This is an optimization exercise on Yosys and OpenROAD, whose aim is small area, a short achievable clock period and few clock cycles per item, not a production implementation.
RTL that was checked went through simulation tests only; none was proved equivalent to the original.
Power is estimated from default activity; no workload was simulated.

== P ==
Design fetch_top, start of the top module:
module fetch_top #(
    parameter int LO_W    = 5,
    parameter int CREDITS = 2
) (
    input  logic        clk,
    input  logic        rst_n_i,
    input  logic        redirect_valid_i,
    input  logic [31:0] redirect_pc_i,
    input  logic        credit_return_i,
    input  logic [7:0]  mem_data_i,
    output logic        fetch_valid_o,
    output logic [31:0] fetch_pc_o,
    output logic [31:0] fetch_insn_o,
    output logic        mem_rd_o,
    output logic [31:0] mem_addr_o
);
    localparam int LO = LO_W + 2;
    logic [31:LO]   hi_q;
    logic [LO-1:2]  rd_lo_q;
    logic [LO-1:2]  dl_lo_q;
    logic [1:0]     off_q;       
    logic [31:0]    insn_q;      
    logic           done_q;      
    logic           valid_q;     
    logic           carry_q;     
    logic [1:0]     occ_q;       
    logic           room;
    logic           last;
    logic           take;
    logic           wrap;
    assign room = (occ_q + {1'b0, valid_q}) < 2'(CREDITS);
  ...
Size: roughly 74 flip-flops, roughly 140 I/O pins.
==> module fetch_top, before the edit <==
module fetch_top #(
    parameter int LO_W    = 5,
    parameter int CREDITS = 2
) (
    input  logic        clk,
    input  logic        rst_n_i,
    input  logic        redirect_valid_i,
    input  logic [31:0] redirect_pc_i,
    input  logic        credit_return_i,
    input  logic [7:0]  mem_data_i,
    output logic        fetch_valid_o,
    output logic [31:0] fetch_pc_o,
    output logic [31:0] fetch_insn_o,
    output logic        mem_rd_o,
    output logic [31:0] mem_addr_o
);
    localparam int LO = LO_W + 2;
    logic [31:LO]   hi_q;
    logic [LO-1:2]  rd_lo_q;
    logic [LO-1:2]  dl_lo_q;
    logic [1:0]     off_q;       
    logic [31:0]    insn_q;      
    logic           done_q;      
    logic           valid_q;     
    logic           carry_q;     
    logic [1:0]     occ_q;       
    logic           room;
    logic           last;
    logic           take;
    logic           wrap;
    assign room = (occ_q + {1'b0, valid_q}) < 2'(CREDITS);
    assign last = (off_q == 2'd3) && !carry_q;
    assign take = last && room;
    assign wrap = &rd_lo_q;
    always_ff @(posedge clk) begin
        if (!rst_n_i) begin
            hi_q    <= '0;
            rd_lo_q <= '0;
            off_q   <= 2'd0;
            done_q  <= 1'b0;
            valid_q <= 1'b0;
            carry_q <= 1'b0;
            occ_q   <= 2'd0;
        end else begin
            occ_q <= occ_q + {1'b0, valid_q} - {1'b0, credit_return_i};
            if (redirect_valid_i) begin
                hi_q    <= redirect_pc_i[31:LO];
                rd_lo_q <= redirect_pc_i[LO-1:2];
                off_q   <= 2'd0;
                done_q  <= 1'b0;
                valid_q <= 1'b0;
                carry_q <= 1'b0;
            end else begin
                done_q  <= take;
                valid_q <= done_q;
                if (!carry_q) begin
                    off_q <= off_q + 2'd1;
                end
                if (take) begin
                    rd_lo_q <= rd_lo_q + 1'b1;
                    carry_q <= wrap;
                end
                if (carry_q && valid_q) begin
                    hi_q    <= hi_q + 1'b1;
                    carry_q <= 1'b0;
                end
            end
        end
    end
    always_ff @(posedge clk) begin
        insn_q <= {mem_data_i, insn_q[31:8]};
        if (take) begin
            dl_lo_q <= rd_lo_q;
        end
    end
    assign mem_rd_o      = 1'b1;
    assign mem_addr_o    = {hi_q, rd_lo_q, off_q};
    assign fetch_valid_o = valid_q;
    assign fetch_pc_o    = {hi_q, dl_lo_q, 2'b00};
    assign fetch_insn_o  = insn_q;
endmodule
clock: 7.0 ns
lec_check: 0
cap_margin: 20
core_margin: 2
core_utilization: 40
setup_slack_margin: 4.6
slew_margin: 20
standard.sh (not shown) runs the stock make flow with config.mk's settings and CLKGATE_MAP_FILE= SYNTH_SCRIPT=/design/flow/synth_recipe.tcl, a recipe that flattens the netlist after the stock synthesis.
==> flow/flow/run.sh <==
#!/bin/bash
# standard layout with plain buf_1 port buffers and adjusted clock tree options
set -euo pipefail
export BUFFER_PORTS_ARGS="-buffer_cell sky130_fd_sc_hd__buf_1"
export CTS_ARGS="-sink_clustering_enable -repair_clock_nets -dont_use_dummy_load"
bash standard.sh > flow_standard.log 2>&1
Testbench counts of P, summed over its fixed seeds: cycles 70,352, items 16,000.
--- input diff P..Q ---
diff --git a/flow/design.v b/flow/design.v
--- a/flow/design.v
+++ b/flow/design.v
@@ -26,9 +26,9 @@
     } fill_t;
 endpackage
 `timescale 1ns/1ns
 module fetch_top #(
-    parameter int LO_W    = 5,
+    parameter int LO_W    = 7,
     parameter int CREDITS = 2
 ) (
     input  logic        clk,
     input  logic        rst_n_i,
Notes after the runs:
- Re worst hold slack: Q and P aren't equal, and the higher value belongs to P.
- Per the comparison of Q with P, post-synthesis simple-gate area fraction moved up, met2 global-route usage moved up, fmax moved down.
- Final cell count (higher): Q
- Of Q and P, the run reporting the lower total met2 wirelength after detailed routing was P.
- Compared with P, Q shows maximum VDD drop that has gone down by more than a quarter.
- Total power of Q is higher than that of P.
- Q vs P — relative area change from synthesis to final layout rose 5.2 points.
- Cell with the largest stage delay on the worst path: or4_1 -> Q, dfxtp_1 -> P
- Delta(total wire length after detailed routing, Q - P) > 0
- In Q, proportion of cell area occupied by registers is lower than in P.
- The run showing the greater share of total power in the clock network is P.
- The via count reported for Q is higher than the one for P.
- Looking at final cell area excluding filler cells across Q and P, the one that comes out lower is P.
For Q, only the layout was checked, not whether the RTL still works.


== main ==
fetch_top, a different RTL version from the one above (not shown whole).
Size: about 75 flip-flops, roughly 140 I/O pins, about 2900 sq um of cells after synthesis.
## fetch_top
module fetch_top #(
    parameter int LO_W    = 6,
    parameter int CREDITS = 2
) (
    input  logic        clk,
    input  logic        rst_n_i,
    input  logic        redirect_valid_i,
    input  logic [31:0] redirect_pc_i,
    input  logic        credit_return_i,
    input  logic [7:0]  mem_data_i,
    output logic        fetch_valid_o,
    output logic [31:0] fetch_pc_o,
    output logic [31:0] fetch_insn_o,
    output logic        mem_rd_o,
    output logic [31:0] mem_addr_o
);
    localparam int LO = LO_W + 2;
    logic [31:LO]   hi_q;
    logic [LO-1:2]  rd_lo_q;
    logic [LO-1:2]  dl_lo_q;
    logic [1:0]     off_q;       
    logic [31:0]    insn_q;      
    logic           done_q;      
    logic           valid_q;     
    logic           carry_q;     
    logic [1:0]     occ_q;       
    logic           room;
    logic           last;
    logic           take;
    logic           wrap;
    assign room = (occ_q + {1'b0, valid_q}) < 2'(CREDITS);
    assign last = (off_q == 2'd3) && !carry_q;
    assign take = last && room;
    assign wrap = &rd_lo_q;
    always_ff @(posedge clk) begin
        if (!rst_n_i) begin
            hi_q    <= '0;
            rd_lo_q <= '0;
            off_q   <= 2'd0;
            done_q  <= 1'b0;
            valid_q <= 1'b0;
            carry_q <= 1'b0;
            occ_q   <= 2'd0;
        end else begin
            occ_q <= occ_q + {1'b0, valid_q} - {1'b0, credit_return_i};
            if (redirect_valid_i) begin
                hi_q    <= redirect_pc_i[31:LO];
                rd_lo_q <= redirect_pc_i[LO-1:2];
                off_q   <= 2'd0;
                done_q  <= 1'b0;
                valid_q <= 1'b0;
                carry_q <= 1'b0;
            end else begin
                done_q  <= take;
                valid_q <= done_q;
                if (!carry_q) begin
                    off_q <= off_q + 2'd1;
                end
                if (take) begin
                    rd_lo_q <= rd_lo_q + 1'b1;
                    carry_q <= wrap;
                end
  ...
==> module fetch_top, before the edit <==
module fetch_top #(
    parameter int LO_W    = 6,
    parameter int CREDITS = 2
) (
    input  logic        clk,
    input  logic        rst_n_i,
    input  logic        redirect_valid_i,
    input  logic [31:0] redirect_pc_i,
    input  logic        credit_return_i,
    input  logic [7:0]  mem_data_i,
    output logic        fetch_valid_o,
    output logic [31:0] fetch_pc_o,
    output logic [31:0] fetch_insn_o,
    output logic        mem_rd_o,
    output logic [31:0] mem_addr_o
);
    localparam int LO = LO_W + 2;
    logic [31:LO]   hi_q;
    logic [LO-1:2]  rd_lo_q;
    logic [LO-1:2]  dl_lo_q;
    logic [1:0]     off_q;       
    logic [31:0]    insn_q;      
    logic           done_q;      
    logic           valid_q;     
    logic           carry_q;     
    logic [1:0]     occ_q;       
    logic           room;
    logic           last;
    logic           take;
    logic           wrap;
    assign room = (occ_q + {1'b0, valid_q}) < 2'(CREDITS);
    assign last = (off_q == 2'd3) && !carry_q;
    assign take = last && room;
    assign wrap = &rd_lo_q;
    always_ff @(posedge clk) begin
        if (!rst_n_i) begin
            hi_q    <= '0;
            rd_lo_q <= '0;
            off_q   <= 2'd0;
            done_q  <= 1'b0;
            valid_q <= 1'b0;
            carry_q <= 1'b0;
            occ_q   <= 2'd0;
        end else begin
            occ_q <= occ_q + {1'b0, valid_q} - {1'b0, credit_return_i};
            if (redirect_valid_i) begin
                hi_q    <= redirect_pc_i[31:LO];
                rd_lo_q <= redirect_pc_i[LO-1:2];
                off_q   <= 2'd0;
                done_q  <= 1'b0;
                valid_q <= 1'b0;
                carry_q <= 1'b0;
            end else begin
                done_q  <= take;
                valid_q <= done_q;
                if (!carry_q) begin
                    off_q <= off_q + 2'd1;
                end
                if (take) begin
                    rd_lo_q <= rd_lo_q + 1'b1;
                    carry_q <= wrap;
                end
                if (carry_q && valid_q) begin
                    hi_q    <= hi_q + 1'b1;
                    carry_q <= 1'b0;
                end
            end
        end
    end
    always_ff @(posedge clk) begin
        insn_q <= {mem_data_i, insn_q[31:8]};
        if (take) begin
            dl_lo_q <= rd_lo_q;
        end
    end
    assign mem_rd_o      = 1'b1;
    assign mem_addr_o    = {hi_q, rd_lo_q, off_q};
    assign fetch_valid_o = valid_q;
    assign fetch_pc_o    = {hi_q, dl_lo_q, 2'b00};
    assign fetch_insn_o  = insn_q;
endmodule
Settings: LEC_CHECK=0, CAP_MARGIN=20, CORE_MARGIN=2, CORE_UTILIZATION=40, SETUP_SLACK_MARGIN=4.6, SLEW_MARGIN=20; clock period 7.0 ns.
Scripts as last shown in full above: flow/flow/run.sh
Testbench counts of main, summed over its fixed seeds: cycles 69,980, items 16,000.
Modified inputs, the feature branch compared to main
diff --git a/flow/design.v b/flow/design.v
--- a/flow/design.v
+++ b/flow/design.v
@@ -25,11 +25,11 @@
         insn_word_u data;
     } fill_t;
 endpackage
 `timescale 1ns/1ns
 module fetch_top #(
-    parameter int LO_W    = 6,
+    parameter int LO_W    = 4,
     parameter int CREDITS = 2
 ) (
     input  logic        clk,
     input  logic        rst_n_i,
     input  logic        redirect_valid_i,
Notes after the runs:
The feature branch vs main, start point of the critical path: hi_q[14] vs rd_lo_q[3]. The feature branch vs. main: largest fanout on the critical path shows a reduction of 2, synthesized area increased 15 sq um, die area climbed 39 sq um, peak per-stage delay on the critical path neither gained nor lost much, sequential cell count went down by about 2.7%. Taking main as the reference, in the feature branch sequential element share of the synthesized area -2.3 points, switching power of the nets rose by 5.6 uW.
The RTL of the feature branch was laid out without a check of its function.

afterwards: timing with drivers on the ports:
In the flow no input, the clock included, has a driving cell. The finished layouts below were timed again as built, in two steps. Step 1 sets driving cells, clkbuf_16 on the clock port and buf_2 on the other inputs (assumed; they add their load-dependent delay and slew). Step 2 moves the port delays by t, midway between the first and last clock arrival at a register: inputs arrive t later, outputs are due t later. That takes back most of the time a late clock gives input paths. Three values: ideal, step 1, step 2; two values: the first two.
run	shift t [ns]	setup WS [ns]	latest minus earliest clock arrival (ns)	worst register clock-pin slew, ns	pins driven straight from the clock port
P	0.347	4.668 / 4.642 / 4.413	0.026 / 0.026	0.08 / 0.08	1
Q	0.368	4.614 / 4.606 / 4.257	0.030 / 0.030	0.09 / 0.09	1
main	0.363	4.667 / 4.637 / 4.395	0.033 / 0.033	0.09 / 0.09	1
the feature branch	0.363	4.668 / 4.638 / 4.315	0.029 / 0.029	0.09 / 0.09	1
After both steps setup and hold are still met in every run listed. For Q, which loses most, drivers alone change the setup slack by -0.008 ns; drivers and shift together by -0.357 ns.
